This design comes from an exercise in tuning for small area and a short achievable clock period on the open sky130 flow, not from production work.
RTL that was checked went through simulation tests only; none was proved equivalent to the original.
Function not checked in runs 1 to 4: the RTL went through the layout flow alone.
Power and IR drop assume default switching activity.

==> flow/design.v <==
module fetch_queue #(
  parameter int DEPTH = 16,
  parameter int XLEN  = 64
) (
  input  logic                     clk,
  input  logic                     rst,
  input  logic [XLEN-1:0]          in_instr1,
  input  logic [XLEN-1:0]          in_instr2,
  input  logic [XLEN-1:0]          in_instr3,
  input  logic [XLEN-1:0]          in_instr4,
  input  logic [XLEN-1:0]          in_target1,
  input  logic [XLEN-1:0]          in_target2,
  input  logic [XLEN-1:0]          in_target3,
  input  logic [XLEN-1:0]          in_target4,
  input  logic                     in_taken1,
  input  logic                     in_taken2,
  input  logic                     in_taken3,
  input  logic                     in_taken4,
  input  logic                     in_valid1,
  input  logic                     in_valid2,
  input  logic                     in_valid3,
  input  logic                     in_valid4,
  output logic                     in_ready,
  output logic                     fetch_stall,
  input  logic                     flush,
  output logic [XLEN-1:0]          out_instr1,
  output logic [XLEN-1:0]          out_instr2,
  output logic [XLEN-1:0]          out_target1,
  output logic [XLEN-1:0]          out_target2,
  output logic                     out_taken1,
  output logic                     out_taken2,
  output logic                     out_valid1,
  output logic                     out_valid2,
  input  logic                     dec_ready,
  output logic [$clog2(DEPTH):0]   count
);
  localparam int AW = $clog2(DEPTH);
  localparam int CW = AW + 1;
  localparam int EW = 2 * XLEN + 1;    
  localparam int NB = 4;               
  localparam int NR = DEPTH / NB;      
  localparam int NH = DEPTH / 2;       
  logic [CW-1:0]  r_count;
  logic           r_rdy, r_stall, r_v1, r_v2;    
  logic [DEPTH:0] r_coh;               
  logic [DEPTH-1:0] r_hoh, r_toh;      
  logic [NB-1:0]  r_tb;                
  logic [NR-1:0]  r_wrow [NB];         
  logic [NH-1:0]  r_es, r_os;          
  logic           r_hodd;              
  logic [EW-1:0]  r_o1, r_o2;          
  logic [EW-1:0]  r_e [DEPTH];         
  logic [EW-1:0] w_slot [4];
  logic [3:0]    w_v;
  logic          w_rdy, w_v1, w_v2, w_v3, w_v4;   
  logic [3:0]    w_env;                
  assign w_slot[0] = {in_taken1, in_target1, in_instr1};
  assign w_slot[1] = {in_taken2, in_target2, in_instr2};
  assign w_slot[2] = {in_taken3, in_target3, in_instr3};
  assign w_slot[3] = {in_taken4, in_target4, in_instr4};
  assign w_v       = {in_valid4, in_valid3, in_valid2, in_valid1};
  assign w_rdy = !(|r_coh[DEPTH:DEPTH-3]);
  assign w_v1  = !r_coh[0];
  assign w_v2  = !(r_coh[0] | r_coh[1]);
  assign w_v3  = !(r_coh[0] | r_coh[1] | r_coh[2]);
  assign w_v4  = !(r_coh[0] | r_coh[1] | r_coh[2] | r_coh[3]);
  assign w_env = {4{w_rdy}} & w_v;
  localparam int NG = 4;
  logic [NB*4-1:0]  w_sel [NG];        
  logic [NB*NR-1:0] w_we  [NG];        
  logic [6:0]       w_o1_sel [NG], w_o2_sel [NG];    
  logic [NB*NR-1:0] w_wrow;
  for (genvar b = 0; b < NB; b++) begin : g_wrow
    assign w_wrow[b*NR +: NR] = r_wrow[b];
  end
  for (genvar g = 0; g < NG; g++) begin : g_sel
    fetch_queue_sel u_sel (
      .v        (w_v),
      .dec_ready(dec_ready),
      .tb       (r_tb),
      .wrow     (w_wrow),
      .rdy      (w_rdy),
      .v1       (w_v1),
      .v2       (w_v2),
      .v3       (w_v3),
      .v4       (w_v4),
      .hodd     (r_hodd),
      .sel      (w_sel[g]),
      .we       (w_we[g]),
      .o1_sel   (w_o1_sel[g]),
      .o2_sel   (w_o2_sel[g])
    );
  end
  function automatic int grp(input int i);
    grp = i * NG / EW;
  endfunction
  logic [EW-1:0] w_wdata [NB];
  for (genvar b = 0; b < NB; b++) begin : g_wd
    for (genvar i = 0; i < EW; i++) begin : g_bit
      fetch_queue_andor #(.N(4)) u_mux (
        .sel(w_sel[grp(i)][b*4 +: 4]),
        .d  ({w_slot[3][i], w_slot[2][i], w_slot[1][i], w_slot[0][i]}),
        .y  (w_wdata[b][i])
      );
    end
  end
  logic [EW-1:0] w_rd_even, w_rd_odd;  
  for (genvar p = 0; p < DEPTH; p++) begin : g_ent
    for (genvar i = 0; i < EW; i++) begin : g_bit
      always_ff @(posedge clk)
        if (w_we[grp(i)][(p % NB) * NR + p / NB]) r_e[p][i] <= w_wdata[p % NB][i];
    end
  end
  for (genvar i = 0; i < EW; i++) begin : g_rd
    logic [NH-1:0] de, dod;
    for (genvar k = 0; k < NH; k++) begin : g_k
      assign de[k]  = r_e[2 * k][i];
      assign dod[k] = r_e[2 * k + 1][i];
    end
    fetch_queue_andor #(.N(NH)) u_even (.sel(r_es), .d(de),  .y(w_rd_even[i]));
    fetch_queue_andor #(.N(NH)) u_odd  (.sel(r_os), .d(dod), .y(w_rd_odd[i]));
  end
  logic [EW-1:0] w_o1_nxt, w_o2_nxt;
  for (genvar i = 0; i < EW; i++) begin : g_o
    fetch_queue_andor #(.N(7)) u_o1 (
      .sel(w_o1_sel[grp(i)]),
      .d  ({w_slot[3][i], w_slot[2][i], w_slot[1][i], w_slot[0][i], w_rd_odd[i], w_rd_even[i], r_o1[i]}),
      .y  (w_o1_nxt[i])
    );
    fetch_queue_andor #(.N(7)) u_o2 (
      .sel(w_o2_sel[grp(i)]),
      .d  ({w_slot[3][i], w_slot[2][i], w_slot[1][i], w_slot[0][i], w_rd_odd[i], w_rd_even[i], r_o2[i]}),
      .y  (w_o2_nxt[i])
    );
  end
  always_ff @(posedge clk) begin
    r_o1 <= w_o1_nxt;
    r_o2 <= w_o2_nxt;
  end
  assign {out_taken1, out_target1, out_instr1} = r_o1;
  assign {out_taken2, out_target2, out_instr2} = r_o2;
  function automatic logic [DEPTH-1:0] rotl(input logic [DEPTH-1:0] x, input int n);
    rotl = (x << n) | (x >> (DEPTH - n));
  endfunction
  localparam int TW = DEPTH + NB + NB * NR;
  logic [TW-1:0] w_tc [5];
  logic [TW-1:0] w_t_nxt;
  always_comb begin
    logic [DEPTH-1:0] t;
    logic [NB-1:0]    tb;
    logic [NB*NR-1:0] wr;
    for (int n = 0; n < 5; n++) begin
      t = rotl(r_toh, n);
      for (int j = 0; j < NB; j++) begin
        tb[j] = 1'b0;
        for (int r = 0; r < NR; r++) tb[j] = tb[j] | t[NB * r + j];
      end
      for (int b = 0; b < NB; b++)
        for (int r = 0; r < NR; r++) begin
          wr[b*NR + r] = 1'b0;
          for (int d = 0; d < NB; d++) wr[b*NR + r] = wr[b*NR + r] | t[(NB * r + b - d + DEPTH) % DEPTH];
        end
      w_tc[n] = {t, tb, wr};
    end
    for (int j = 0; j < 4; j++)
      for (int n = 0; n < 4; n++)
        w_tc[n] = w_env[j] ? w_tc[n+1] : w_tc[n];
    w_t_nxt = w_tc[0];
  end
  localparam int KW = CW + 3 + DEPTH + 1;
  logic [KW-1:0] w_kc [7];
  logic [KW-1:0] w_kd [5];
  logic [KW-1:0] w_k_nxt;
  logic [2:0]    w_dsel;               
  assign w_dsel = dec_ready ? {w_v2, w_v1 & ~w_v2, ~w_v1} : 3'b001;
  always_comb begin
    logic [CW-1:0]  cc;
    logic           cr, c1, c2;
    logic [DEPTH:0] co;
    for (int e = 0; e < 7; e++) begin
      cc = '0;
      cr = 1'b0;
      c1 = 1'b0;
      c2 = 1'b0;
      co = '0;
      for (int k = 0; k <= DEPTH; k++) begin
        if (k + e - 2 >= 0 && k + e - 2 <= DEPTH) begin
          cc = cc | ({CW{r_coh[k]}} & CW'(k + e - 2));
          cr = cr | (r_coh[k] & (k + e - 2 <= DEPTH - 4));
          c1 = c1 | (r_coh[k] & (k + e - 2 >= 1));
          c2 = c2 | (r_coh[k] & (k + e - 2 >= 2));
          co[k + e - 2] = r_coh[k];
        end
      end
      w_kc[e] = {cc, cr, c1, c2, co};
    end
    for (int n = 0; n < 5; n++)
      w_kd[n] = ({KW{w_dsel[0]}} & w_kc[n + 2]) | ({KW{w_dsel[1]}} & w_kc[n + 1]) |
                ({KW{w_dsel[2]}} & w_kc[n]);
    for (int j = 0; j < 4; j++)
      for (int n = 0; n < 4; n++)
        w_kd[n] = w_env[j] ? w_kd[n+1] : w_kd[n];
    w_k_nxt = w_kd[0];
  end
  localparam int HW = DEPTH + 2 * NH + 1;
  logic [HW-1:0] w_h_nxt;
  always_comb begin
    logic [DEPTH-1:0] h;
    logic [NH-1:0]    es, os;
    logic             ho;
    w_h_nxt = '0;
    for (int j = 0; j < 3; j++) begin
      h  = rotl(r_hoh, j);
      ho = 1'b0;
      for (int i = 0; i < NH; i++) begin
        es[i] = h[(2 * i - 2 + DEPTH) % DEPTH] | h[(2 * i - 3 + DEPTH) % DEPTH];
        os[i] = h[(2 * i - 1 + DEPTH) % DEPTH] | h[(2 * i - 2 + DEPTH) % DEPTH];
        ho    = ho | h[2 * i + 1];
      end
      w_h_nxt = w_h_nxt | ({HW{w_dsel[j]}} & {h, es, os, ho});
    end
  end
  always_ff @(posedge clk) begin
    if (rst || flush) begin
      r_count <= '0;
      r_rdy   <= 1'b1;
      r_stall <= 1'b0;
      r_v1    <= 1'b0;
      r_v2    <= 1'b0;
      r_coh   <= (DEPTH+1)'(1);
      r_toh   <= DEPTH'(1);
      r_tb    <= NB'(1);
      for (int b = 0; b < NB; b++) r_wrow[b] <= NR'(1);
      r_hoh   <= DEPTH'(1);
      r_es    <= NH'(2);
      r_os    <= NH'(2);
      r_hodd  <= 1'b0;
    end else begin
      {r_count, r_rdy, r_v1, r_v2, r_coh} <= w_k_nxt;
      r_stall <= !w_k_nxt[DEPTH + 3];
      {r_toh, r_tb} <= w_t_nxt[TW-1 -: DEPTH + NB];
      for (int b = 0; b < NB; b++) r_wrow[b] <= w_t_nxt[b*NR +: NR];
      {r_hoh, r_es, r_os, r_hodd} <= w_h_nxt;
    end
  end
  assign in_ready    = r_rdy;
  assign fetch_stall = r_stall;
  assign out_valid1  = r_v1;
  assign out_valid2  = r_v2;
  assign count       = r_count;
endmodule
module fetch_queue_andor #(
  parameter int N = 4
) (
  input  logic [N-1:0] sel,
  input  logic [N-1:0] d,
  output logic         y
);
  assign y = |(sel & d);
endmodule
module fetch_queue_sel (
  input  logic [3:0]  v,               
  input  logic        dec_ready,
  input  logic [3:0]  tb,              
  input  logic [15:0] wrow,            
  input  logic        rdy,             
  input  logic        v1, v2, v3, v4,  
  input  logic        hodd,            
  output logic [15:0] sel,             
  output logic [15:0] we,              
  output logic [6:0]  o1_sel,          
  output logic [6:0]  o2_sel
);
  always_comb begin
    logic [3:0] x;
    logic       wb;
    for (int b = 0; b < 4; b++) begin
      for (int k = 0; k < 4; k++) begin
        for (int d = 0; d < 4; d++) x[d] = tb[(b - d + 4) % 4];    
        for (int j = 0; j < k; j++) x = v[j] ? (x >> 1) : x;
        sel[b*4 + k] = v[k] & x[0];
      end
      wb = rdy & (|sel[b*4 +: 4]);
      for (int r = 0; r < 4; r++) we[b*4 + r] = wb & wrow[b*4 + r];
    end
  end
  logic o1_hold, o1_s2, o1_c0;
  logic o2_hold, o2_s3, o2_c0, o2_c1;
  assign o1_hold = !dec_ready & v1;
  assign o1_s2   = dec_ready & v3;
  assign o1_c0   = !o1_hold & !o1_s2;
  assign o2_hold = !dec_ready & v2;
  assign o2_s3   = dec_ready & v4;
  assign o2_c0   = dec_ready ? (v3 & !v4) : (v1 & !v2);
  assign o2_c1   = !o2_hold & !o2_s3 & !o2_c0;
  always_comb begin
    logic [1:0] x;
    for (int k = 0; k < 4; k++) begin
      x = {o2_c1, o2_c0};              
      for (int j = 0; j < k; j++) x = v[j] ? {1'b0, x[1]} : x;
      o2_sel[3 + k] = v[k] & x[0];
      o1_sel[3 + k] = v[k] & o1_c0 & ((v & ((4'd1 << k) - 4'd1)) == 4'd0);
    end
  end
  assign o1_sel[2:0] = {o1_s2 & hodd, o1_s2 & !hodd, o1_hold};
  assign o2_sel[2:0] = {o2_s3 & !hodd, o2_s3 & hodd, o2_hold};
endmodule
==> flow/flow/run.sh <==
#!/bin/bash
# The standard layout, with two changes:
#  - plain buffers (instead of the delay-cell buffers buffer_ports picks by default) on the
#    input and output ports;
#  - sky130_fd_sc_hd__a222oi_1 (three series p-transistors, no stronger size to upsize to)
#    added to the platform's don't-use list, so synthesis maps the wide and-or muxes to
#    faster cells.
set -euo pipefail
export BUFFER_PORTS_ARGS="-buffer_cell sky130_fd_sc_hd__buf_2"
platform_dont_use=$(sed -n '/^export DONT_USE_CELLS/,/^#/p' "$FLOW_HOME/platforms/sky130hd/config.mk" \
  | grep -o 'sky130_fd_sc_hd__[a-z0-9_]*' | tr '\n' ' ')
bash standard.sh "DONT_USE_CELLS=sky130_fd_sc_hd__a222oi_1 $platform_dont_use" finish > standard.log 2>&1
==> flow/standard.sh <==
#!/bin/bash
# synth_recipe.tcl (not shown) runs the flow's synth.tcl, then flattens the netlist and writes it again
# the make line also repeats each setting of config.mk as NAME=value (left out here)
make -C /OpenROAD-flow-scripts/flow DESIGN_CONFIG=/design/flow/config.mk WORK_HOME=/design/flow/orfs CLKGATE_MAP_FILE= SYNTH_SCRIPT=/design/flow/synth_recipe.tcl "${@:-finish}"
==> flow/constraint.sdc <==
create_clock -name core_clock -period 6.0 [get_ports {clk}]
set_input_delay 1.2000 -clock core_clock [delete_from_list [all_inputs] [get_ports {clk}]]
set_output_delay 1.2000 -clock core_clock [all_outputs]
set_load 0.01 [all_outputs]
==> flow/config.mk <==
export PLATFORM = sky130hd
export DESIGN_NAME = fetch_queue
export DESIGN_NICKNAME = fetch_queue
export VERILOG_FILES = /design/flow/design.v
export SDC_FILE = /design/flow/constraint.sdc
export NUM_CORES = 8
export LEC_CHECK = 0
export CAP_MARGIN = 20
export CORE_MARGIN = 2
export CORE_UTILIZATION = 38
export CTS_CLUSTER_DIAMETER = 80
export CTS_CLUSTER_SIZE = 25
export PLACE_DENSITY = 0.5
export SETUP_SLACK_MARGIN = 3.8
export SLEW_MARGIN = 20
export SYNTH_HIERARCHICAL = 1
export TNS_END_PERCENT = 0
==> results of run 1 <==
==> state kept, by name, summed over array words and instances, names as in the netlist <==
| register | cells |
|---|---|
| r_v2 | 1 |
| r_hodd | 1 |
| r_rdy | 1 |
| r_coh | 17 |
| r_o1 | 129 |
| r_count | 4 |
| r_v1 | 1 |
| r_tb | 4 |
| r_e | 2064 |
| r_stall | 1 |
| r_os | 8 |
| r_o2 | 129 |
| r_toh | 16 |
| r_hoh | 16 |
| r_wrow | 16 |
| r_es | 8 |
==> routing by layer <==
| metal | up-vias | part of all wire | GRT usage |
|---|---|---|---|
| met1 | 46700 | 0.39 | 0.439 |
| met4 | 12 | 0.044 | 0.130 |
| met3 | 1147 | 0.11 | 0.0859 |
| li1 | 36900 | - | - |
| met5 | - | 0.00017 | 0 |
| met2 | 6500 | 0.45 | 0.505 |
==> repair_timing <==
action | CTS | global route
setup endpoints to repair | 4724 | 4714
resized for setup | 297 | 134
gates cloned | 26 | 10
buffers inserted | 159 | 52
hold endpoints to repair | 0 | 0
pin swaps | 73 | 46
==> worst paths after layout <==
path / start / endpoint / slack, ps
max: in_valid1 / r_e[12][118]$_DFFE_PP_ / 3200
min: r_o2[66]$_DFF_P_ / r_o2[66]$_DFF_P_ / 510
max reg2reg: r_tb[1]$_SDFF_PP0_ / r_e[10][64]$_DFFE_PP_ / 3260
min reg2reg: r_o2[66]$_DFF_P_ / r_o2[66]$_DFF_P_ / 510
==> per-module statistics from Yosys, one instance, submodules excluded, excerpt <==
module | flops+latches | cells | cell area [sq um]
fetch_queue | 2416 | 3362 | 74600
fetch_queue_sel | 0 | 144 | 972
==> synthesized netlist by cell type, types with 14 or more instances <==
library cell	count
o31ai_1	14
nand2b_1	17
nand3_1	29
mux2i_1	91
o22ai_1	46
nor2b_1	21
a22oi_1	2843
nor4_1	19
clkbuf_1	86
buf_4	16
o211ai_1	34
a211oi_1	27
o21ai_0	76
nand2_1	922
edfxtp_1	2064
nor3_1	69
o21a_1	23
a21oi_1	130
o21ai_1	16
buf_2	48
dfxtp_1	352
and3_1	40
nor2_1	183
inv_1	56
nand4_1	525
and2_1	33
mux2_2	21
==> area by class of cell <==
class	count	area [sq um]
tap	3705	4640
sequential	2416	69200
timing repair inverter	2	20.0
antenna	14	35.0
multi-input combinational	5426	37900
timing repair buffer	1264	9420
fill	25100	150000
inverter	63	268
clock inverter	85	1090
clock buffer	172	3920
==> cells by family after synthesis <==
| family | count (synthesis) | synth area share |
|---|---|---|
| buffers and inverters | 243 | 0.0113 |
| AO/OA/AOI/OAI | 3342 | 0.236 |
| flip-flops | 2416 | 0.652 |
| multiplexers | 114 | 0.0111 |
| AND/OR/NAND/NOR | 1936 | 0.0883 |
| XOR/XNOR | 15 | 0.00195 |
==> worst max-delay path, cell delays in order <==
cell	delay, ps
buf_16	240
buf_16	240
and2_1	170
buf_6	390
o21a_4	520
buf_4	350
a22oi_1	110
nand2_1	160
==> power groups by stage <==
stage	clock network [W]	logic (W)	registers, W
floorplan	0	0.00411	0.0220
global placement	0	0.00803	0.0221
detailed placement	0	0.00812	0.0222
CTS	0.0117	0.00887	0.0218
global route	0.0123	0.00975	0.0220
finish	0.0116	0.00937	0.0218
==> stage by stage <==
| step | power (W) | setup slack, ps | util |
|---|---|---|---|
| CTS | 0.0424 | 3280 | 0.452 |
| floorplan | 0.0261 | 2670 | - |
| global route | 0.0440 | 3240 | 0.457 |
| detailed placement | 0.0303 | 1450 | 0.421 |
| global placement | 0.0302 | 1450 | 0.421 |
| finish | 0.0428 | 3200 | 0.457 |
==> flow_metrics.tcl, run 1 <==
set metrics [dict create \
    initial_core_util 0.383 \
    ys_ff_latch 2416 \
    p_sw_frac 0.322 \
    die_area_sq_mm 0.283 \
    h-tree-depth 4 \
    slew_headroom 0.158 \
    grt_usage 0.328 \
    fmax_mhz 357 \
    numPlacedInstances 12600 \
    rsz0062_at_grt "true" \
    core_area_sq_mm 0.277 \
    die_h_um 532 \
    ant_nets 0 \
    drt-total-wl_um 489000 \
    ir_drop_mv 0.174 \
    yosysUniqueCellTypes 86 \
    final_cell_mix "a22oi_1 (2815), edfxtp_1 (2064), nand2_1 (917), buf_2 (785), nand4_1 (525)" \
    die_x_um 532 \
    p_sw_w 0.0138 \
    synth-seq-area-share 0.652 \
    detail_route.wl_per_cell_um 37.2 \
    gp_congestion 0.881 \
    crit_fanout 46 \
    design_area_sq_mm 0.126 \
    drtIter0Drc 13100 \
    p_leak_nw 42.8 \
    hold_viol 0 \
    crit_required_ps 6710 \
    startpoint_type "input pin" \
    place_area_sq_mm 0.117 \
    yosysWarnings 27 \
    clk_pin_slew_ps 90 \
    fin_tns_setup_ps 0 \
    syn_nets 8590 \
    synth-edff-count 2064 \
    viasPerCell 6.94 \
    clock_sink_count 2416 \
    hpwl_um 282000 \
    num_vias 91200 \
    finalSetupViolations 0 \
    cp_data_arrival_time_ps 3510 \
    synthArstFlopShare 0 \
    outcome "no timing/DRC/antenna violations" \
    layout_commonest_cell "a22oi_1" \
    tightest_slew_ps 1260 \
    grt_pass1_vias 87400 \
    fin_hold_ws_ps 514 \
    drive_gt1_frac 0.203 \
    avgSynthCellArea_sq_um 13.1 \
    critPathKind "input pin to flop" \
    dr.pass1.iters 12 \
    port-buffer-count 790 \
    grt_max_degree 85 \
    cts_root_buffer "clkbuf_16" \
    hold_buffers 0 \
    synth_flop_cell "edfxtp_1" \
    grt_overflow 0 \
    area_growth_pct 19.4 \
    fin_crit_sh 0.466 \
    powerDensity_mw_per_mm2 338 \
    yosysTopAreaCellShare 0.585 \
    cts_buffer_depth 4 \
    drc 0 \
    rows 193 \
    syn_area_sq_mm 0.106 \
    grt_pass1_wl_um 672000 \
    p_int_w 0.0290 \
    whs_path_depth 2 \
    synth_cells 8066 \
    drv_slew 0 \
    synth_area_leaders "edfxtp_1 (59%), a22oi_1 (20%), dfxtp_1 (6.7%), nand2_1 (3.3%), nand4_1 (3.1%)" \
    synth_top_area_cell "edfxtp_1" \
    cp-end-kind "flop" \
    nNetsFinal 9848 \
    stdcell_count 13100 \
    cts_tree "done" \
    fin_crit_ps 2800 \
    r2r_cells 7 \
    pwr-share-seq 0.510 \
    clkLatencyLatePin_ps 880 \
    antenna_found_initial 25 \
    cts_made_buffers 151 \
    finalClockSkew_ps 60.1 \
    combPwrFrac 0.219 \
    maxCapViolCount 0 \
    hold_class "flop to flop" \
    p_clk_frac 0.271 \
    num_io_pins 791 \
]
==> run 2, diff against run 1 <==
--- a/flow/design.v
+++ b/flow/design.v
@@ -271,17 +271,24 @@
   output logic [6:0]  o1_sel,          
   output logic [6:0]  o2_sel
 );
+  logic [3:0] atl;                     
+  assign atl[0] = |v;
+  assign atl[1] = (v[0] & v[1]) | (v[2] & v[3]) | ((v[0] | v[1]) & (v[2] | v[3]));
+  assign atl[2] = (v[0] & v[1] & (v[2] | v[3])) | (v[2] & v[3] & (v[0] | v[1]));
+  assign atl[3] = &v;
   always_comb begin
     logic [3:0] x;
-    logic       wb;
     for (int b = 0; b < 4; b++) begin
       for (int k = 0; k < 4; k++) begin
         for (int d = 0; d < 4; d++) x[d] = tb[(b - d + 4) % 4];    
         for (int j = 0; j < k; j++) x = v[j] ? (x >> 1) : x;
         sel[b*4 + k] = v[k] & x[0];
       end
-      wb = rdy & (|sel[b*4 +: 4]);
-      for (int r = 0; r < 4; r++) we[b*4 + r] = wb & wrow[b*4 + r];
+      for (int r = 0; r < 4; r++) begin
+        we[b*4 + r] = 1'b0;
+        for (int d = 0; d < 4; d++)
+          we[b*4 + r] = we[b*4 + r] | (rdy & wrow[b*4 + r] & tb[(b - d + 4) % 4] & atl[d]);
+      end
     end
   end
   logic o1_hold, o1_s2, o1_c0;
==> flow_metrics.tcl, run 2 <==
set metrics [dict create \
    cts_root_buffer "clkbuf_16" \
    powerDensity_mw_per_mm2 343 \
    synthArstFlopShare 0 \
    synth_top_area_cell "edfxtp_1" \
    drive_gt1_frac 0.209 \
    crit_required_ps 6660 \
    min_from "r_o2[34]$_DFF_P_" \
    reg.largest.list "r_e (2064), r_o1 (129), r_o2 (129)" \
    yosysUniqueCellTypes 83 \
    fin_tns_setup_ps 0 \
    detail_route.wl_per_cell_um 37.1 \
    hold_class "flop to flop" \
    grt_max_degree 130 \
    ant_nets 0 \
    cp_data_arrival_time_ps 3460 \
    syn_nets 8590 \
    cts_made_buffers 159 \
    p_clk_frac 0.282 \
    yosysTopAreaCellShare 0.586 \
    pwr-share-seq 0.503 \
    viasPerCell 6.92 \
    maxCapViolCount 0 \
    synth_flop_cell "edfxtp_1" \
    drc 0 \
    r2r_slack_ps 3200 \
    critPathKind "flop to flop" \
    clock_sink_count 2416 \
    num_io_pins 791 \
    regMostFlops "r_e" \
    yosysWarnings 27 \
    core_area_sq_mm 0.277 \
    syn_area_sq_mm 0.106 \
    hold_end "r_o2[34]$_DFF_P_" \
    r2r-start "r_tb[0]$_SDFF_PP1_" \
    synth_cells 8066 \
    combPwrFrac 0.215 \
    dr.pass1.iters 7 \
    ys_ff_latch 2416 \
    rows 193 \
    fin_util 0.458 \
    gp_congestion 0.885 \
    finalClockSkew_ps 55.2 \
    clkLatencyLatePin_ps 880 \
    regToRegEndpoint "r_e[15][54]$_DFFE_PP_" \
    hold_viol 0 \
    synth-edff-count 2064 \
    yosysMostFrequentCell "a22oi_1" \
    die_x_um 532 \
    ir_drop_mv 0.188 \
    finalSetupViolations 0 \
    antenna_found_initial 52 \
    p_sw_w 0.0139 \
    p_sw_frac 0.320 \
    nNetsFinal 9864 \
    grt_usage 0.328 \
    initial_core_util 0.382 \
    r2r_cells 8 \
    area_growth_pct 19.8 \
    fin_crit_sh 0.466 \
    p_leak_nw 43.1 \
    largest_register_ffs 2064 \
    drv_slew 0 \
    crit_fanout 26 \
    hold_buffers 0 \
    slew_headroom 0.135 \
    clk_pin_slew_ps 90 \
    drtIter0Drc 14100 \
    cts_tree "done" \
    grt_pass1_vias 86200 \
    yosys-top-cells-count "a22oi_1 (2847), edfxtp_1 (2064), nand2_1 (914)" \
    whs_path_depth 2 \
    die_area_sq_mm 0.283 \
    layout_commonest_cell "a22oi_1" \
    startpoint_type "flop" \
    port-buffer-count 790 \
    grt_pass1_wl_um 671000 \
    p_int_w 0.0295 \
    avgSynthCellArea_sq_um 13.1 \
    rsz0062_at_grt "true" \
    num_vias 91300 \
    fmax_mhz 358 \
    synth-seq-area-share 0.653 \
    final_cell_mix "a22oi_1 (2827), edfxtp_1 (2064), nand2_1 (903), buf_2 (774), nand4_1 (537)" \
    cp-end-kind "flop" \
    h-tree-depth 4 \
    fin_crit_ps 2800 \
    cts_buffer_depth 4 \
    hpwl_um 277000 \
    outcome "no timing/DRC/antenna violations" \
    die_h_um 532 \
    setup.worst_path.start "r_tb[0]$_SDFF_PP1_" \
    drt-total-wl_um 489000 \
    tightest_slew_ps 1300 \
    synth_area_leaders "edfxtp_1 (59%), a22oi_1 (20%), dfxtp_1 (6.7%), nand2_1 (3.2%), nand4_1 (3.2%)" \
    grt_overflow 0 \
]
[run 2: modules after synthesis, one instance, submodules excluded, a selection]
module / area [sq um] / times used / cells inside / flops+latches
fetch_queue: 74600 / 1 / 3362 / 2416
fetch_queue_sel: 922 / 4 / 144 / 0
[run 2: per-stage QoR]
step	hold WS (ps)	worst slack (ps)	std cells	instance area, sq um	total power (W)
floorplan	495	2930	8066	106000	0.0261
global placement	488	1260	12600	116000	0.0300
detailed placement	493	1190	12600	116000	0.0302
CTS	513	3320	13100	126000	0.0432
global route	535	3240	13200	127000	0.0447
finish	512	3200	13200	127000	0.0435
[run 2: kinds of logic (layout without fill, tap and decap cells)]
logic type | after synthesis | count (layout) | synth area share
AO/OA/AOI/OAI | 3318 | 3324 | 0.233
XOR/XNOR | 11 | 11 | 0.000911
adder cells (fa/ha/maj) | 8 | 8 | 0.000852
buffers and inverters | 239 | 1591 | 0.0115
flip-flops | 2416 | 2416 | 0.653
multiplexers | 126 | 126 | 0.0124
other | 0 | 28 | 0
AND/OR/NAND/NOR | 1948 | 1980 | 0.0887
[run 2: power by group through the flow]
| stage | logic [W] | registers, W | clock network, W |
|---|---|---|---|
| after CTS | 0.00891 | 0.0218 | 0.0124 |
| after detailed placement | 0.00805 | 0.0222 | 0 |
| after global routing | 0.00973 | 0.0220 | 0.0130 |
| after global placement | 0.00791 | 0.0221 | 0 |
| after floorplan | 0.00407 | 0.0220 | 0 |
| final | 0.00935 | 0.0218 | 0.0123 |
[run 2: final cells by class]
| class | count | area [sq um] |
|---|---|---|
| well taps | 3705 | 4640 |
| fillers | 24900 | 150000 |
| flip-flops and latches | 2416 | 69200 |
| diodes | 28 | 70.1 |
| clock buffers | 183 | 4160 |
| inverters | 43 | 206 |
| repair buffers | 1271 | 9360 |
| multi-input cells | 5449 | 37700 |
| clock inverters | 94 | 1360 |
[run 2: how the worst max path moves through the flow]
stage	endpoint	slack, ps	cells after the start
after floorplan	r_e[0][0]$_DFFE_PP_	2930	7
after global placement	r_e[8][24]$_DFFE_PP_	1260	5
after detailed placement	r_e[8][24]$_DFFE_PP_	1190	5
after CTS	out_target2[24]	3320	1
after global routing	r_e[11][54]$_DFFE_PP_	3240	8
final	r_e[15][54]$_DFFE_PP_	3200	8
[run 2: critical path: stages, from the launching register on]
cell and delay, ps:
dfxtp_2 550, buf_6 320, mux2i_1 150, mux2i_1 250, and2_2 350, o21a_4 360
buf_4 250, a22oi_1 80, nand2_1 260
[run 2: metal layers]
| metal | GRT usage | part of all wire |
|---|---|---|
| met5 | 0 | 0.00059 |
| met4 | 0.125 | 0.043 |
| met3 | 0.0878 | 0.12 |
| met2 | 0.497 | 0.44 |
| met1 | 0.450 | 0.40 |
[run 2: repair_timing]
action,4_1_cts,5_1_grt
setup endpoints to repair,4745,4724
setup buffers,181,45
gates resized for setup,362,73
pin swaps,90,18
gates cloned,42,8
==> run 3, diff against run 2 <==
--- a/flow/config.mk
+++ b/flow/config.mk
@@ -11,7 +11,7 @@
 export CTS_CLUSTER_DIAMETER = 80
 export CTS_CLUSTER_SIZE = 25
 export PLACE_DENSITY = 0.5
-export SETUP_SLACK_MARGIN = 3.8
+export SETUP_SLACK_MARGIN = 3.4
 export SLEW_MARGIN = 20
 export SYNTH_HIERARCHICAL = 1
 export TNS_END_PERCENT = 0
==> flow_metrics.tcl, run 3 <==
set metrics [dict create \
    cts_buffer_depth 4 \
    largest_register_ffs 2064 \
    path_common_cell "buf_4" \
    hold_class "flop to flop" \
    drc 0 \
    synth_xor_area_frac 0.000911 \
    synth-compound-area-share 0.233 \
    outcome "no timing/DRC/antenna violations" \
    antenna_found_initial 46 \
    critical_path.cell_chain "buf_16, buf_4, a22oi_1, o221ai_4, and3_4, buf_4" \
    regToRegEndpoint "r_o2[91]$_DFF_P_" \
    hold_end "r_o2[34]$_DFF_P_" \
    gp_congestion 0.885 \
    critPathKind "input pin to flop" \
    yosysUniqueCellTypes 83 \
    final_cell_mix "a22oi_1 (2845), edfxtp_1 (2064), nand2_1 (906), buf_2 (785), nand4_1 (537)" \
    cts_root_buffer "clkbuf_16" \
    place_area_sq_mm 0.116 \
    finalSetupViolations 0 \
    cts_made_buffers 159 \
    crit_path_max_incr_delay_ps 530 \
    dr.pass1.iters 10 \
    powerDensity_mw_per_mm2 344 \
    multi_input_area_sq_mm 0.0375 \
    yosysTopAreaCellShare 0.586 \
    nNetsFinal 9832 \
    r2r_slack_ps 3170 \
    grt_max_degree 130 \
    slew_headroom 0.132 \
    ir_drop_mv 0.185 \
    r2r-start "r_coh[0]$_SDFF_PP1_" \
    synth-seq-area-share 0.653 \
    drtIter0Drc 13600 \
    synthAdderAreaFrac 0.000852 \
    num_vias 90700 \
    hold_viol 0 \
    startpoint_type "input pin" \
    synth-edff-count 2064 \
    grt_pass1_wl_um 658000 \
    drt-total-wl_um 482000 \
    synth_flop_cell "edfxtp_1" \
    finalClockSkew_ps 56.6 \
    fin_crit_ps 2840 \
    cts_tree "done" \
    ys_ff_latch 2416 \
    r2r_cells 6 \
    crit_buf_inv 3 \
    die_h_um 532 \
    grt_pass1_vias 85500 \
    yosysWarnings 27 \
    fmax_mhz 353 \
    reg.largest.list "r_e (2064), r_o1 (129), r_o2 (129)" \
    synthSimpleGateAreaFrac 0.0887 \
    grt_overflow 0 \
    synth_mux_area_frac 0.0124 \
    num_io_pins 791 \
    tightest_slew_ps 1300 \
    port-buffer-count 790 \
    p_leak_nw 42.8 \
    core_area_sq_mm 0.277 \
    design_area_sq_mm 0.126 \
    synth_area_leaders "edfxtp_1 (59%), a22oi_1 (20%), dfxtp_1 (6.7%), nand2_1 (3.2%), nand4_1 (3.2%)" \
    fin_crit_sh 0.473 \
    synth_top_area_cell "edfxtp_1" \
    synthArstFlopShare 0 \
    grt_usage 0.321 \
    cp-end-kind "flop" \
    ant_nets 0 \
    syn_area_sq_mm 0.106 \
    synth_top_family_by_area "compound AO/OA/AOI/OAI gates" \
    regArea_sq_mm 0.0691 \
    maxCapViolCount 0 \
    clkLatencyLatePin_ps 880 \
    h-tree-depth 4 \
    rows 193 \
    whs_path_depth 2 \
    rsz0062_at_grt "true" \
    avgSynthCellArea_sq_um 13.1 \
    regMostFlops "r_e" \
    initial_core_util 0.382 \
    syn_nets 8590 \
    drv_slew 0 \
    nFillCells 25000 \
    crit_fanout 79 \
    clock_sink_count 2416 \
    die_area_sq_mm 0.283 \
    min_from "r_o2[34]$_DFF_P_" \
    synth_cells 8066 \
    yosys-top-cells-count "a22oi_1 (2847), edfxtp_1 (2064), nand2_1 (914)" \
    worst_path_max_delay_cell "and3_4" \
    yosysMostFrequentCell "a22oi_1" \
    fin_tns_setup_ps 0 \
    layout_commonest_cell "a22oi_1" \
    drive_gt1_frac 0.202 \
    hpwl_um 277000 \
    cp_data_arrival_time_ps 3390 \
    crit_required_ps 6550 \
    area_growth_pct 18.9 \
    clk_pin_slew_ps 90 \
    die_x_um 532 \
    viasPerCell 6.89 \
    cp_top_family "buffers and inverters" \
    detail_route.wl_per_cell_um 36.6 \
]
## run 3: cell counts after synthesis
Identical to the previous run, type by type.
## run 3: kinds of logic after synthesis
group	Yosys count
buf+inv	239
xor+xnor	11
compound gates	3318
fa+ha+maj	8
flops	2416
simple gates	1948
mux	126
## run 3: worst max path at each step
stage / start / to / slack, ps / cells after the start
after floorplan: in_valid3 / r_e[0][0]$_DFFE_PP_ / 2930 / 7
after global placement: in_valid1 / r_e[8][24]$_DFFE_PP_ / 1260 / 5
after detailed placement: in_valid1 / r_e[8][24]$_DFFE_PP_ / 1190 / 5
after CTS: r_tb[3]$_SDFF_PP0_ / r_e[15][123]$_DFFE_PP_ / 3140 / 8
after global routing: r_coh[0]$_SDFF_PP1_ / r_o2[108]$_DFF_P_ / 3190 / 11
final: in_valid3 / r_e[15][20]$_DFFE_PP_ / 3160 / 6
## run 3: through the flow
stage          hold slack [ps]  total power, W  utilization  cells  setup slack (ps)
3_3_place_gp               488          0.0300        0.420  12600              1260
6_report                   513          0.0432        0.454  13200              3160
5_1_grt                    535          0.0445        0.454  13200              3190
4_1_cts                    513          0.0428        0.448  13000              3140
3_5_place_dp               493          0.0302        0.421  12600              1190
2_1_floorplan              495          0.0261            -   8066              2930
## run 3: modules after synthesis, one instance, submodules excluded, a selection
module           cells inside  times used  flops+latches  cell area, sq um
fetch_queue_sel           144           4              0               922
fetch_queue              3362           1           2416             74600
## run 3: timing repair
item                        CTS  global route
resized for setup           197           124
gates cloned                 30            10
setup endpoints to repair  4656          4100
buffers inserted             89           114
pin swaps                    47            35
hold buffers                  0             0
## run 3: area by class of cell
| cell class | instances | area share |
|---|---|---|
| inverter | 43 | 0.00155 |
| antenna | 26 | 0.000518 |
| timing repair buffer | 1242 | 0.0685 |
| clock buffer | 183 | 0.0331 |
| clock inverter | 94 | 0.0108 |
| sequential | 2416 | 0.550 |
| tap | 3705 | 0.0369 |
| multi-input combinational | 5446 | 0.299 |
## run 3: where the power goes
group / switching, W / internal [W] / leakage (nW) / total (W)
clock network: 0.00650 / 0.00576 / 2.65 / 0.0123
registers: 0.000849 / 0.0210 / 22.3 / 0.0218
logic: 0.00646 / 0.00265 / 17.8 / 0.00911
## run 3: routing by layer
layer / GRT usage / part of all wire / vias to the layer above
met1: 0.441 / 0.40 / 45900
met5: 0.00118 / 0.00043 / -
met2: 0.486 / 0.44 / 6765
met3: 0.0838 / 0.12 / 1101
met4: 0.119 / 0.042 / 18
li1: - / - / 36900
## run 3: worst register-to-register path, delay by kind of cell, from the launching register on
family | cells | cell delay (ps)
AND/OR/NAND/NOR | 3 | 1790
flip-flops | 1 | 420
AO/OA/AOI/OAI | 1 | 310
buffers and inverters | 2 | 260
==> run 4, diff against run 3 <==
--- a/flow/flow/run.sh
+++ b/flow/flow/run.sh
@@ -6,7 +6,7 @@
 #    added to the platform's don't-use list, so synthesis maps the wide and-or muxes to
 #    faster cells.
 set -euo pipefail
-export BUFFER_PORTS_ARGS="-buffer_cell sky130_fd_sc_hd__buf_2"
+export BUFFER_PORTS_ARGS="-buffer_cell sky130_fd_sc_hd__buf_1"
 platform_dont_use=$(sed -n '/^export DONT_USE_CELLS/,/^#/p' "$FLOW_HOME/platforms/sky130hd/config.mk" \
   | grep -o 'sky130_fd_sc_hd__[a-z0-9_]*' | tr '\n' ' ')
 bash standard.sh "DONT_USE_CELLS=sky130_fd_sc_hd__a222oi_1 $platform_dont_use" finish > standard.log 2>&1
--- a/flow/config.mk
+++ b/flow/config.mk
@@ -11,7 +11,7 @@
 export CTS_CLUSTER_DIAMETER = 80
 export CTS_CLUSTER_SIZE = 25
 export PLACE_DENSITY = 0.5
-export SETUP_SLACK_MARGIN = 3.4
+export SETUP_SLACK_MARGIN = 3.8
 export SLEW_MARGIN = 20
 export SYNTH_HIERARCHICAL = 1
 export TNS_END_PERCENT = 0
==> flow_metrics.tcl, run 4 <==
set metrics [dict create \
    outcome "no timing/DRC/antenna violations" \
    synthArstFlopShare 0 \
    drv_slew 0 \
    hold_viol 0 \
    reg.largest.list "r_e (2064), r_o1 (129), r_o2 (129)" \
    layout_commonest_cell "a22oi_1" \
    ant_nets 0 \
    worst_path_max_delay_cell "clkbuf_16" \
    setup.worst_path.start "in_valid4" \
    synthSimpleGateAreaFrac 0.0887 \
    synth-compound-area-share 0.233 \
    crit_fanout 62 \
    p_sw_w 0.0138 \
    synthAdderAreaFrac 0.000852 \
    synth_cells 8066 \
    antenna_found_initial 58 \
    drtIter0Drc 13700 \
    synth_top_area_cell "edfxtp_1" \
    cts_buffer_depth 4 \
    synth_xor_area_frac 0.000911 \
    cts_root_buffer "clkbuf_16" \
    p_leak_nw 41.0 \
    yosysMostFrequentCell "a22oi_1" \
    powerDensity_mw_per_mm2 338 \
    min_from "r_o1[14]$_DFF_P_" \
    p_clk_frac 0.268 \
    grt_overflow 0 \
    drc 0 \
    cp-end-kind "flop" \
    design_area_sq_mm 0.126 \
    clk_pin_slew_ps 90 \
    detail_route.wl_per_cell_um 37.4 \
    fin_tns_setup_ps 0 \
    critical_path.cell_chain "clkbuf_16, buf_16, inv_1, o21ai_1, a221oi_4, buf_4, nor2_4, buf_4" \
    area_growth_pct 19.2 \
    fin_crit_ps 2770 \
    critPathKind "input pin to flop" \
    startpoint_type "input pin" \
    power_w 0.0426 \
    synth_area_leaders "edfxtp_1 (59%), a22oi_1 (20%), dfxtp_1 (6.7%), nand2_1 (3.2%), nand4_1 (3.2%)" \
    combPwrFrac 0.219 \
    cts_made_buffers 150 \
    crit_buf_inv 5 \
    p_sw_frac 0.323 \
    clock_sink_count 2416 \
    ir_drop_mv 0.181 \
    synth-seq-area-share 0.653 \
    cp_top_family "buffers and inverters" \
    rows 193 \
    hpwl_um 278000 \
    syn_nets 8590 \
    tightest_slew_ps 1250 \
    dr.pass1.iters 8 \
    crit_path_max_incr_delay_ps 330 \
    regMostFlops "r_e" \
    grt_max_degree 80 \
    nNetsFinal 9897 \
    gp_congestion 0.898 \
    final_cell_mix "a22oi_1 (2808), edfxtp_1 (2064), nand2_1 (905), buf_1 (710), nand4_1 (537)" \
    cts_tree "done" \
    clkLatencyLatePin_ps 870 \
    ys_ff_latch 2416 \
    slew_headroom 0.170 \
    r2r-start "r_tb[2]$_SDFF_PP0_" \
    yosysTopAreaCellShare 0.586 \
    core_area_sq_mm 0.277 \
    yosysWarnings 27 \
    maxCapViolCount 0 \
    rsz0062_at_grt "true" \
    die_h_um 532 \
    cp_data_arrival_time_ps 3320 \
    finalSetupViolations 0 \
    synth_flop_cell "edfxtp_1" \
    syn_area_sq_mm 0.106 \
    num_io_pins 791 \
    num_vias 91700 \
    synth_mux_area_frac 0.0124 \
    synth_top_family_by_area "compound AO/OA/AOI/OAI gates" \
    port-buffer-count 790 \
    grt_usage 0.334 \
    path_common_cell "buf_4" \
    grt_pass1_vias 87000 \
    drive_gt1_frac 0.140 \
    yosysUniqueCellTypes 83 \
    fmax_mhz 361 \
    p_int_w 0.0289 \
    pwr-share-seq 0.513 \
    crit_required_ps 6550 \
    fin_crit_sh 0.462 \
    yosys-top-cells-count "a22oi_1 (2847), edfxtp_1 (2064), nand2_1 (914)" \
    avgSynthCellArea_sq_um 13.1 \
    grt_pass1_wl_um 679000 \
    largest_register_ffs 2064 \
    initial_core_util 0.382 \
    die_x_um 532 \
    die_area_sq_mm 0.283 \
    viasPerCell 6.93 \
    synth-edff-count 2064 \
    place_area_sq_mm 0.115 \
    drt-total-wl_um 494000 \
    h-tree-depth 4 \
    hold_class "flop to flop" \
    finalClockSkew_ps 48.8 \
]
## run 4: cell counts after synthesis
No cell type changed its count.
## run 4: kinds of logic after synthesis
kind of cell | after synthesis
AOI/OAI and AO/OA | 3318
xor gates and xnor gates | 11
adders and majority gates | 8
buffers and inverters | 239
DFF | 2416
muxes | 126
and+or+nand+nor | 1948
## run 4: worst paths after layout
check / to / slack (ps) / depth (start not counted)
worst min register to register: r_o1[14]$_DFF_P_ / 520 / 2
worst max register to register: r_e[11][105]$_DFFE_PP_ / 3240 / 8
worst max-delay path: r_e[13][95]$_DFFE_PP_ / 3230 / 8
worst min-delay path: r_o1[14]$_DFF_P_ / 520 / 2
## run 4: layout make-up
type,count,area (sq um)
Fill cell,25200,151000
Sequential cell,2416,69200
Multi-Input combinational cell,5460,38000
Timing Repair Buffer,1301,8900
Tap cell,3705,4640
Clock buffer,179,3920
Clock inverter,81,1020
Inverter,43,215
Antenna cell,41,103
Timing Repair inverter,1,16.3
## run 4: Yosys stat by module, one instance, submodules excluded, excerpt
| module | cells inside | area, sq um | flops+latches |
|---|---|---|---|
| fetch_queue_sel | 144 | 922 | 0 |
| fetch_queue | 3362 | 74600 | 2416 |
## run 4: per-layer routing
layer | track usage | routed length, um
met4 | 0.147 | 24200
met3 | 0.0925 | 60900
met5 | 0 | 294
met2 | 0.498 | 215000
met1 | 0.452 | 194000
## run 4: metrics by stage
| stage | cells | setup slack, ps | hold slack, ps | utilization |
|---|---|---|---|---|
| final | 13200 | 3230 | 518 | 0.455 |
| after global routing | 13200 | 3220 | 539 | 0.455 |
| after CTS | 13200 | 3330 | 520 | 0.453 |
| after detailed placement | 12600 | 1320 | 498 | 0.417 |
| after global placement | 12600 | 1390 | 493 | 0.417 |
| after floorplan | 8066 | 2930 | 495 | - |
## run 4: repair_timing
| item | CTS | global route |
|---|---|---|
| buffers inserted | 223 | 27 |
| setup endpoints to repair | 4732 | 4714 |
| gates cloned | 60 | 3 |
| gates resized for setup | 484 | 58 |
| hold buffers | 0 | 0 |
| pin swaps | 130 | 21 |
## run 4: power by group through the flow
stage / clock network [W] / logic, W / registers (W)
floorplan: 0 / 0.00407 / 0.0220
global placement: 0 / 0.00765 / 0.0222
detailed placement: 0 / 0.00780 / 0.0222
CTS: 0.0116 / 0.00894 / 0.0219
global route: 0.0122 / 0.00970 / 0.0221
finish: 0.0114 / 0.00933 / 0.0219
## run 4: worst min-delay path: cells and delay by family, from the launching register on
family          cells  cell delay (ps)
simple gates        1               80
compound gates      1               80
flops               1              330
==> run 5, diff against run 4 <==
--- a/flow/design.v
+++ b/flow/design.v
@@ -46,7 +46,6 @@
   logic [DEPTH-1:0] r_hoh, r_toh;      
   logic [NB-1:0]  r_tb;                
   logic [NR-1:0]  r_wrow [NB];         
-  logic [NH-1:0]  r_es, r_os;          
   logic           r_hodd;              
   logic [EW-1:0]  r_o1, r_o2;          
   logic [EW-1:0]  r_e [DEPTH];         
@@ -65,10 +64,11 @@
   assign w_v3  = !(r_coh[0] | r_coh[1] | r_coh[2]);
   assign w_v4  = !(r_coh[0] | r_coh[1] | r_coh[2] | r_coh[3]);
   assign w_env = {4{w_rdy}} & w_v;
-  localparam int NG = 4;
+  localparam int NG = 2;
   logic [NB*4-1:0]  w_sel [NG];        
   logic [NB*NR-1:0] w_we  [NG];        
   logic [6:0]       w_o1_sel [NG], w_o2_sel [NG];    
+  logic [NH-1:0]    w_es [NG], w_os [NG];            
   logic [NB*NR-1:0] w_wrow;
   for (genvar b = 0; b < NB; b++) begin : g_wrow
     assign w_wrow[b*NR +: NR] = r_wrow[b];
@@ -85,6 +85,9 @@
       .v3       (w_v3),
       .v4       (w_v4),
       .hodd     (r_hodd),
+      .hoh      (r_hoh),
+      .es       (w_es[g]),
+      .os       (w_os[g]),
       .sel      (w_sel[g]),
       .we       (w_we[g]),
       .o1_sel   (w_o1_sel[g]),
@@ -117,8 +120,8 @@
       assign de[k]  = r_e[2 * k][i];
       assign dod[k] = r_e[2 * k + 1][i];
     end
-    fetch_queue_andor #(.N(NH)) u_even (.sel(r_es), .d(de),  .y(w_rd_even[i]));
-    fetch_queue_andor #(.N(NH)) u_odd  (.sel(r_os), .d(dod), .y(w_rd_odd[i]));
+    fetch_queue_andor #(.N(NH)) u_even (.sel(w_es[grp(i)]), .d(de),  .y(w_rd_even[i]));
+    fetch_queue_andor #(.N(NH)) u_odd  (.sel(w_os[grp(i)]), .d(dod), .y(w_rd_odd[i]));
   end
   logic [EW-1:0] w_o1_nxt, w_o2_nxt;
   for (genvar i = 0; i < EW; i++) begin : g_o
@@ -202,22 +205,17 @@
         w_kd[n] = w_env[j] ? w_kd[n+1] : w_kd[n];
     w_k_nxt = w_kd[0];
   end
-  localparam int HW = DEPTH + 2 * NH + 1;
+  localparam int HW = DEPTH + 1;
   logic [HW-1:0] w_h_nxt;
   always_comb begin
     logic [DEPTH-1:0] h;
-    logic [NH-1:0]    es, os;
     logic             ho;
     w_h_nxt = '0;
     for (int j = 0; j < 3; j++) begin
       h  = rotl(r_hoh, j);
       ho = 1'b0;
-      for (int i = 0; i < NH; i++) begin
-        es[i] = h[(2 * i - 2 + DEPTH) % DEPTH] | h[(2 * i - 3 + DEPTH) % DEPTH];
-        os[i] = h[(2 * i - 1 + DEPTH) % DEPTH] | h[(2 * i - 2 + DEPTH) % DEPTH];
-        ho    = ho | h[2 * i + 1];
-      end
-      w_h_nxt = w_h_nxt | ({HW{w_dsel[j]}} & {h, es, os, ho});
+      for (int i = 0; i < NH; i++) ho = ho | h[2 * i + 1];
+      w_h_nxt = w_h_nxt | ({HW{w_dsel[j]}} & {h, ho});
     end
   end
   always_ff @(posedge clk) begin
@@ -232,15 +230,13 @@
       r_tb    <= NB'(1);
       for (int b = 0; b < NB; b++) r_wrow[b] <= NR'(1);
       r_hoh   <= DEPTH'(1);
-      r_es    <= NH'(2);
-      r_os    <= NH'(2);
       r_hodd  <= 1'b0;
     end else begin
       {r_count, r_rdy, r_v1, r_v2, r_coh} <= w_k_nxt;
       r_stall <= !w_k_nxt[DEPTH + 3];
       {r_toh, r_tb} <= w_t_nxt[TW-1 -: DEPTH + NB];
       for (int b = 0; b < NB; b++) r_wrow[b] <= w_t_nxt[b*NR +: NR];
-      {r_hoh, r_es, r_os, r_hodd} <= w_h_nxt;
+      {r_hoh, r_hodd} <= w_h_nxt;
     end
   end
   assign in_ready    = r_rdy;
@@ -266,11 +262,18 @@
   input  logic        rdy,             
   input  logic        v1, v2, v3, v4,  
   input  logic        hodd,            
+  input  logic [15:0] hoh,             
+  output logic [7:0]  es,              
+  output logic [7:0]  os,              
   output logic [15:0] sel,             
   output logic [15:0] we,              
   output logic [6:0]  o1_sel,          
   output logic [6:0]  o2_sel
 );
+  for (genvar i = 0; i < 8; i++) begin : g_rd
+    assign es[i] = hoh[(2 * i + 14) % 16] | hoh[(2 * i + 13) % 16];
+    assign os[i] = hoh[(2 * i + 15) % 16] | hoh[(2 * i + 14) % 16];
+  end
   logic [3:0] atl;                     
   assign atl[0] = |v;
   assign atl[1] = (v[0] & v[1]) | (v[2] & v[3]) | ((v[0] | v[1]) & (v[2] | v[3]));
--- a/flow/flow/run.sh
+++ b/flow/flow/run.sh
@@ -6,7 +6,7 @@
 #    added to the platform's don't-use list, so synthesis maps the wide and-or muxes to
 #    faster cells.
 set -euo pipefail
-export BUFFER_PORTS_ARGS="-buffer_cell sky130_fd_sc_hd__buf_1"
+export BUFFER_PORTS_ARGS="-buffer_cell sky130_fd_sc_hd__buf_2"
 platform_dont_use=$(sed -n '/^export DONT_USE_CELLS/,/^#/p' "$FLOW_HOME/platforms/sky130hd/config.mk" \
   | grep -o 'sky130_fd_sc_hd__[a-z0-9_]*' | tr '\n' ' ')
 bash standard.sh "DONT_USE_CELLS=sky130_fd_sc_hd__a222oi_1 $platform_dont_use" finish > standard.log 2>&1
--- a/flow/config.mk
+++ b/flow/config.mk
@@ -5,7 +5,7 @@
 export SDC_FILE = /design/flow/constraint.sdc
 export NUM_CORES = 8
 export LEC_CHECK = 0
-export CAP_MARGIN = 20
+export CAP_MARGIN = 30
 export CORE_MARGIN = 2
 export CORE_UTILIZATION = 38
 export CTS_CLUSTER_DIAMETER = 80
==> flow_metrics.tcl, run 5 <==
set metrics [dict create \
    crit_fanout 44 \
    cp_data_arrival_time_ps 3440 \
    r2r_slack_ps 3220 \
    maxCapViolCount 0 \
    setup.worst_path.end "r_e[15][68]$_DFFE_PP_" \
    die_x_um 526 \
    r2r_cells 6 \
    regToRegEndpoint "r_e[15][68]$_DFFE_PP_" \
    clk_pin_slew_ps 100 \
    ir_drop_mv 0.295 \
    avgSynthCellArea_sq_um 13.4 \
    grt_pass1_vias 85400 \
    yosysMostFrequentCell "a22oi_1" \
    grt_max_degree 66 \
    yosys-top-cells-count "a22oi_1 (2848), edfxtp_1 (2064), nand2_1 (887)" \
    yosysTopAreaCellShare 0.598 \
    pwr-share-seq 0.503 \
    drt-total-wl_um 517000 \
    synth-seq-area-share 0.663 \
    ant_nets 0 \
    crit_path_max_incr_delay_ps 640 \
    h-tree-depth 4 \
    layout_commonest_cell "a22oi_1" \
    nFillCells 24400 \
    startpoint_type "flop" \
    cts_buffer_depth 3 \
    slew_headroom 0.257 \
    initial_core_util 0.382 \
    syn_area_sq_mm 0.104 \
    p_int_w 0.0292 \
    fin_ws_ps 3220 \
    reg.largest.list "r_e (2064), r_o1 (129), r_o2 (129)" \
    clkLatencyLatePin_ps 850 \
    fin_crit_sh 0.463 \
    rows 191 \
    synth_area_leaders "edfxtp_1 (60%), a22oi_1 (21%), dfxtp_1 (6.5%), nand2_1 (3.2%), nand4_1 (3.2%)" \
    die_area_sq_mm 0.277 \
    synth_top_area_cell "edfxtp_1" \
    fin_tns_setup_ps 0 \
    cts_made_buffers 141 \
    hpwl_um 279000 \
    critical_path.cell_chain "buf_6, and2_4, buf_4, buf_4, a22oi_1, nand2_1" \
    viasPerCell 7.16 \
    p_sw_w 0.0146 \
    fin_crit_ps 2780 \
    grt_overflow 0 \
    synth-edff-count 2064 \
    critPathKind "flop to flop" \
    synth_cells 7728 \
    grt_pass1_wl_um 700000 \
    gp_congestion 0.878 \
    setup.worst_path.start "r_tb[3]$_SDFF_PP0_" \
    largest_register_ffs 2064 \
    die_h_um 526 \
    rsz0062_at_grt "true" \
    clock_sink_count 2400 \
    nNetsFinal 9562 \
    yosysUniqueCellTypes 89 \
    place_ws_ps 1430 \
    crit_required_ps 6660 \
    cp-end-kind "flop" \
    fin_util 0.460 \
    hold_class "flop to flop" \
    yosysWarnings 29 \
    port-buffer-count 790 \
    area_growth_pct 20.5 \
    drc 0 \
    drive_gt1_frac 0.212 \
    detail_route.wl_per_cell_um 40.5 \
    dr.pass1.iters 10 \
    crit_buf_inv 3 \
    synthArstFlopShare 0 \
    r2r-start "r_tb[3]$_SDFF_PP0_" \
    tightest_slew_ps 1110 \
    cp.depth 6 \
    drv_slew 0 \
    p_clk_frac 0.256 \
    p_leak_nw 42.3 \
    regMostFlops "r_e" \
    ys_ff_latch 2400 \
    cts_tree "done" \
    grt_usage 0.358 \
    finalSetupViolations 0 \
    num_vias 91500 \
    outcome "no timing/DRC/antenna violations" \
    final_cell_mix "a22oi_1 (2809), edfxtp_1 (2064), nand2_1 (857), buf_2 (762), nand4_1 (526)" \
    drtIter0Drc 15200 \
    syn_nets 8252 \
    cts_root_buffer "clkbuf_16" \
    finalClockSkew_ps 47.7 \
    combPwrFrac 0.241 \
    antenna_found_initial 97 \
    synth_flop_cell "edfxtp_1" \
    worst_path_max_delay_cell "buf_4" \
    p_sw_frac 0.334 \
    powerDensity_mw_per_mm2 351 \
    path_common_cell "buf_4" \
    num_io_pins 791 \
    cp_top_family "buffers and inverters" \
    whs_path_depth 2 \
    hold_viol 0 \
    hold_buffers 0 \
    core_area_sq_mm 0.271 \
    fmax_mhz 360 \
]
[run 5: cell count changes after synthesis, moves of 19 or more]
cell / before / now
nor2_1: 195 / 128
and3_1: 68 / 35
a21oi_1: 110 / 79
or2_2: 6 / 37
nand2_1: 914 / 887
o21ai_0: 80 / 54
buf_2: 52 / 27
and2_1: 41 / 21
o211ai_1: 34 / 14
o21ai_1: 8 / 27
[run 5: worst min-delay path, delay by kind of cell, from the launching register on]
| kind | cells | cell delay, ps |
|---|---|---|
| AOI/OAI and AO/OA | 1 | 80 |
| and+or+nand+nor | 1 | 80 |
| DFF | 1 | 330 |
[run 5: stage by stage]
stage | hold WS (ps) | instances | power, W | area, sq um
floorplan | 518 | 7728 | 0.0266 | 104000
global placement | 489 | 12200 | 0.0310 | 114000
detailed placement | 493 | 12200 | 0.0312 | 114000
CTS | 516 | 12700 | 0.0433 | 124000
global route | 535 | 12800 | 0.0449 | 125000
finish | 517 | 12800 | 0.0438 | 125000
[run 5: logic make-up after synthesis]
family	after synthesis	synth area share
AND/OR/NAND/NOR	1796	0.0837
multiplexers	105	0.0105
flip-flops	2400	0.663
XOR/XNOR	6	0.000507
adder cells (fa/ha/maj)	5	0.000532
buffers and inverters	171	0.00838
AO/OA/AOI/OAI	3245	0.233
[run 5: how the worst min path moves through the flow]
stage	from	to	slack, ps
3_5_place_dp	r_o1[77]$_DFF_P_	r_o1[77]$_DFF_P_	490
3_3_place_gp	r_o2[63]$_DFF_P_	r_o2[63]$_DFF_P_	490
4_1_cts	r_o1[77]$_DFF_P_	r_o1[77]$_DFF_P_	520
6_report	r_o2[38]$_DFF_P_	r_o2[38]$_DFF_P_	520
5_1_grt	r_o1[77]$_DFF_P_	r_o1[77]$_DFF_P_	540
2_1_floorplan	r_hoh[0]$_SDFF_PP1_	r_hoh[0]$_SDFF_PP1_	520
[run 5: final cells by class]
class,instances,area [sq um],area share
inverter,24,144,0.00115
clock buffer,168,3670,0.0294
clock inverter,91,1150,0.00926
sequential,2400,68900,0.552
timing repair buffer,1251,10300,0.0822
timing repair inverter,5,58.8,0.000471
multi-input combinational,5215,35900,0.288
antenna,58,145,0.00116
tap,3570,4470,0.0358
[run 5: per-layer routing]
layer	GRT usage	routed length, um	vias to the layer above
met5	0.000346	620	-
met4	0.175	28800	84
met3	0.117	69200	1461
met2	0.524	222000	7459
met1	0.476	197000	46600
li1	-	-	36000
[run 5: power groups by stage]
| stage | logic (W) | registers, W | clock network [W] |
|---|---|---|---|
| finish | 0.0105 | 0.0220 | 0.0112 |
| global route | 0.0108 | 0.0222 | 0.0119 |
| CTS | 0.0100 | 0.0220 | 0.0113 |
| detailed placement | 0.00889 | 0.0223 | 0 |
| global placement | 0.00877 | 0.0222 | 0 |
| floorplan | 0.00439 | 0.0222 | 0 |
[run 5: per-module statistics from Yosys, one instance, submodules excluded, excerpt]
| module | flops+latches | cell area [sq um] | cells |
|---|---|---|---|
| fetch_queue_sel | 0 | 1020 | 160 |
| fetch_queue | 2400 | 74100 | 3280 |
[run 5: timing repair]
item	CTS	global route
resized for setup	425	111
pin swaps	87	36
setup endpoints to repair	4730	4714
cloned	83	6
buffers inserted	184	26
==> run 6, diff against run 5 <==
--- a/flow/design.v
+++ b/flow/design.v
@@ -64,7 +64,7 @@
   assign w_v3  = !(r_coh[0] | r_coh[1] | r_coh[2]);
   assign w_v4  = !(r_coh[0] | r_coh[1] | r_coh[2] | r_coh[3]);
   assign w_env = {4{w_rdy}} & w_v;
-  localparam int NG = 2;
+  localparam int NG = 4;
   logic [NB*4-1:0]  w_sel [NG];        
   logic [NB*NR-1:0] w_we  [NG];        
   logic [6:0]       w_o1_sel [NG], w_o2_sel [NG];    
==> flow_metrics.tcl, run 6 <==
set metrics [dict create \
    ir_drop_mv 0.294 \
    avgSynthCellArea_sq_um 13.1 \
    cp-end-kind "flop" \
    dr.pass1.iters 12 \
    final_cell_mix "a22oi_1 (2849), edfxtp_1 (2064), nand2_1 (906), buf_2 (784), nand4_1 (532)" \
    power_w 0.0434 \
    yosysWarnings 29 \
    synth-seq-area-share 0.651 \
    wl_met3_um 55900 \
    worst_path_max_delay_cell "dfxtp_1" \
    place_area_sq_mm 0.117 \
    h-tree-depth 4 \
    rsz0062_at_grt "true" \
    min_from "r_o2[108]$_DFF_P_" \
    die_x_um 531 \
    stdcell_count 13200 \
    drc 0 \
    nFillCells 24900 \
    viasPerCell 6.96 \
    hold_viol 0 \
    cts_tree "done" \
    crit_fanout 18 \
    powerDensity_mw_per_mm2 345 \
    wl_met2_um 220000 \
    synthArstFlopShare 0 \
    synth-edff-count 2064 \
    yosysMostFrequentCell "a22oi_1" \
    finalClockSkew_ps 49.7 \
    yosys-top-cells-count "a22oi_1 (2850), edfxtp_1 (2064), nand2_1 (913)" \
    die_h_um 531 \
    r2r_cells 10 \
    fin_crit_ps 2810 \
    crit_required_ps 6770 \
    reg.largest.list "r_e (2064), r_o1 (129), r_o2 (129)" \
    grt_pass1_wl_um 672000 \
    finalSetupViolations 0 \
    clock_sink_count 2400 \
    setup.worst_path.end "r_o2[69]$_DFF_P_" \
    outcome "no timing/DRC/antenna violations" \
    hpwl_um 293000 \
    startpoint_type "flop" \
    drv_slew 0 \
    cp_data_arrival_time_ps 3580 \
    yosysUniqueCellTypes 89 \
    fin_crit_sh 0.468 \
    wirelength_met1_um 185000 \
    core_area_sq_mm 0.276 \
    clkLatencyLatePin_ps 860 \
    design_area_sq_mm 0.126 \
    cts_made_buffers 140 \
    numPlacedInstances 12700 \
    antenna_found_initial 44 \
    r2r_slack_ps 3190 \
    rows 193 \
    syn_area_sq_mm 0.106 \
    clk_pin_slew_ps 90 \
    initial_core_util 0.382 \
    port-buffer-count 790 \
    regToRegEndpoint "r_o2[69]$_DFF_P_" \
    grt_max_degree 73 \
    cts_root_buffer "clkbuf_16" \
    num_vias 91700 \
    hold_class "flop to flop" \
    r2r-start "r_coh[3]$_SDFF_PP0_" \
    tightest_slew_ps 1060 \
    synth_cells 8048 \
    area_growth_pct 19.3 \
    drtIter0Drc 13500 \
    slew_headroom 0.291 \
    critical_path.cell_chain "nor4_4, buf_4, inv_1, a32oi_2, mux2_4, o21ai_4, buf_12, buf_6, a22oi_1, nand4_1" \
    num_io_pins 791 \
    largest_register_ffs 2064 \
    critPathKind "flop to flop" \
    crit_path_max_incr_delay_ps 830 \
    highest_layer "met5" \
    regMostFlops "r_e" \
    ant_nets 0 \
    cts_buffer_depth 3 \
    grt_usage 0.332 \
    die_area_sq_mm 0.282 \
    maxCapViolCount 0 \
    nNetsFinal 9870 \
    grt_pass1_vias 87000 \
    syn_nets 8572 \
    synth_area_leaders "edfxtp_1 (59%), a22oi_1 (20%), dfxtp_1 (6.4%), nand2_1 (3.2%), nand4_1 (3.2%)" \
    synth_flop_cell "edfxtp_1" \
    drive_gt1_frac 0.210 \
    p_leak_nw 43.1 \
    detail_route.wl_per_cell_um 37.0 \
    hold_buffers 0 \
    yosysTopAreaCellShare 0.587 \
    ys_ff_latch 2400 \
    fmax_mhz 356 \
    fin_hold_ws_ps 514 \
    layout_commonest_cell "a22oi_1" \
    grt_overflow 0 \
    fin_tns_setup_ps 0 \
    synth_top_area_cell "edfxtp_1" \
    drt-total-wl_um 488000 \
    setup.worst_path.start "r_coh[3]$_SDFF_PP0_" \
    gp_congestion 0.899 \
]
run 6: worst min-delay path by stage:
stage / to / slack [ps] / cells past startpoint
2_1_floorplan: r_hoh[0]$_SDFF_PP1_ / 550 / 2
3_3_place_gp: r_o1[0]$_DFF_P_ / 490 / 2
3_5_place_dp: r_o1[72]$_DFF_P_ / 490 / 2
4_1_cts: r_o1[72]$_DFF_P_ / 510 / 2
5_1_grt: r_o1[92]$_DFF_P_ / 540 / 2
6_report: r_o2[108]$_DFF_P_ / 510 / 2
run 6: logic make-up after synthesis:
family,after synthesis,share of synthesized area
AO/OA/AOI/OAI,3319,0.234
XOR/XNOR,8,0.000663
adder cells (fa/ha/maj),9,0.000948
buffers and inverters,221,0.0112
flip-flops,2400,0.651
multiplexers,121,0.0119
AND/OR/NAND/NOR,1970,0.0910
run 6: modules after synthesis, one instance, submodules excluded, excerpt:
| module | times used | cells inside | flip-flops and latches |
|---|---|---|---|
| fetch_queue_sel | 4 | 160 | 0 |
| fetch_queue | 1 | 3280 | 2400 |
run 6: final cells by class:
type,instances,area (sq um),share of cell area
repair buffers,1306,9830,0.0780
inverters,38,180,0.00143
diodes,17,42.5,0.000338
multi-input cells,5456,37700,0.300
repair inverters,4,53.8,0.000427
well taps,3705,4640,0.0368
clock buffers,171,3680,0.0292
flip-flops and latches,2400,68800,0.546
clock inverters,82,1050,0.00831
run 6: layer usage:
layer / global-route usage / up-vias
met2: 0.515 / 6859
met1: 0.432 / 46400
met5: 0 / -
met3: 0.0860 / 1410
met4: 0.161 / 44
li1: - / 37000
run 6: per-stage QoR:
stage               setup slack, ps   util
floorplan                      2930      -
global placement               1460  0.420
detailed placement             1430  0.424
CTS                            3300  0.452
global route                   3210  0.456
finish                         3190  0.456
run 6: worst max-delay path, delay by kind of cell (launching register included):
| family | cells | cell delay, ps |
|---|---|---|
| and+or+nand+nor | 2 | 190 |
| muxes | 1 | 390 |
| buffers and inverters | 4 | 740 |
| AOI/OAI and AO/OA | 3 | 540 |
| DFF | 1 | 830 |
run 6: repair_timing:
item,4_1_cts,5_1_grt
pin swaps,73,16
gates cloned,34,3
gates resized for setup,257,63
setup buffers,172,45
endpoints found under the setup margin,4731,4714
run 6: report_power, final:
| group | internal [W] | switching (W) | total, W | leakage [nW] |
|---|---|---|---|---|
| clock network | 0.00479 | 0.00624 | 0.0110 | 2.27 |
| registers | 0.0211 | 0.000901 | 0.0220 | 22.1 |
| logic | 0.00306 | 0.00731 | 0.0104 | 18.7 |

[what the ideal ports hide]
How much do the figures lean on ideal ports? The routed layouts below were timed once more, with nothing changed but the port constraints.
Step 1 assumes that a clkbuf_16 drives the clock port and a buf_2 every other input.
Step 2, shift: input delay + t, output delay - t, t = (earliest + latest rising clock arrival at the registers) / 2. This alone moves slack from input paths to output paths.
a / b / c = no drivers / after step 1 / after step 2; a / b = the first two.
| run | t (ns) | setup slack, ns | latest minus earliest clock arrival (ns) |
|---|---|---|---|
| run 1 | 0.943 | 3.202 / 3.025 / 2.082 | 0.067 / 0.066 |
| run 2 | 0.961 | 3.203 / 3.093 / 2.132 | 0.060 / 0.060 |
| run 3 | 0.955 | 3.164 / 3.044 / 2.089 | 0.061 / 0.061 |
| run 4 | 0.953 | 3.226 / 3.090 / 2.137 | 0.056 / 0.056 |
| run 5 | 0.930 | 3.220 / 3.220 / 2.355 | 0.065 / 0.066 |
| run 6 | 0.916 | 3.193 / 2.996 / 2.080 | 0.063 / 0.063 |
After both steps setup and hold are still met in every run listed. The setup slack of run 1, which loses most, moves by -0.177 ns with the drivers and by -1.120 ns with both steps.
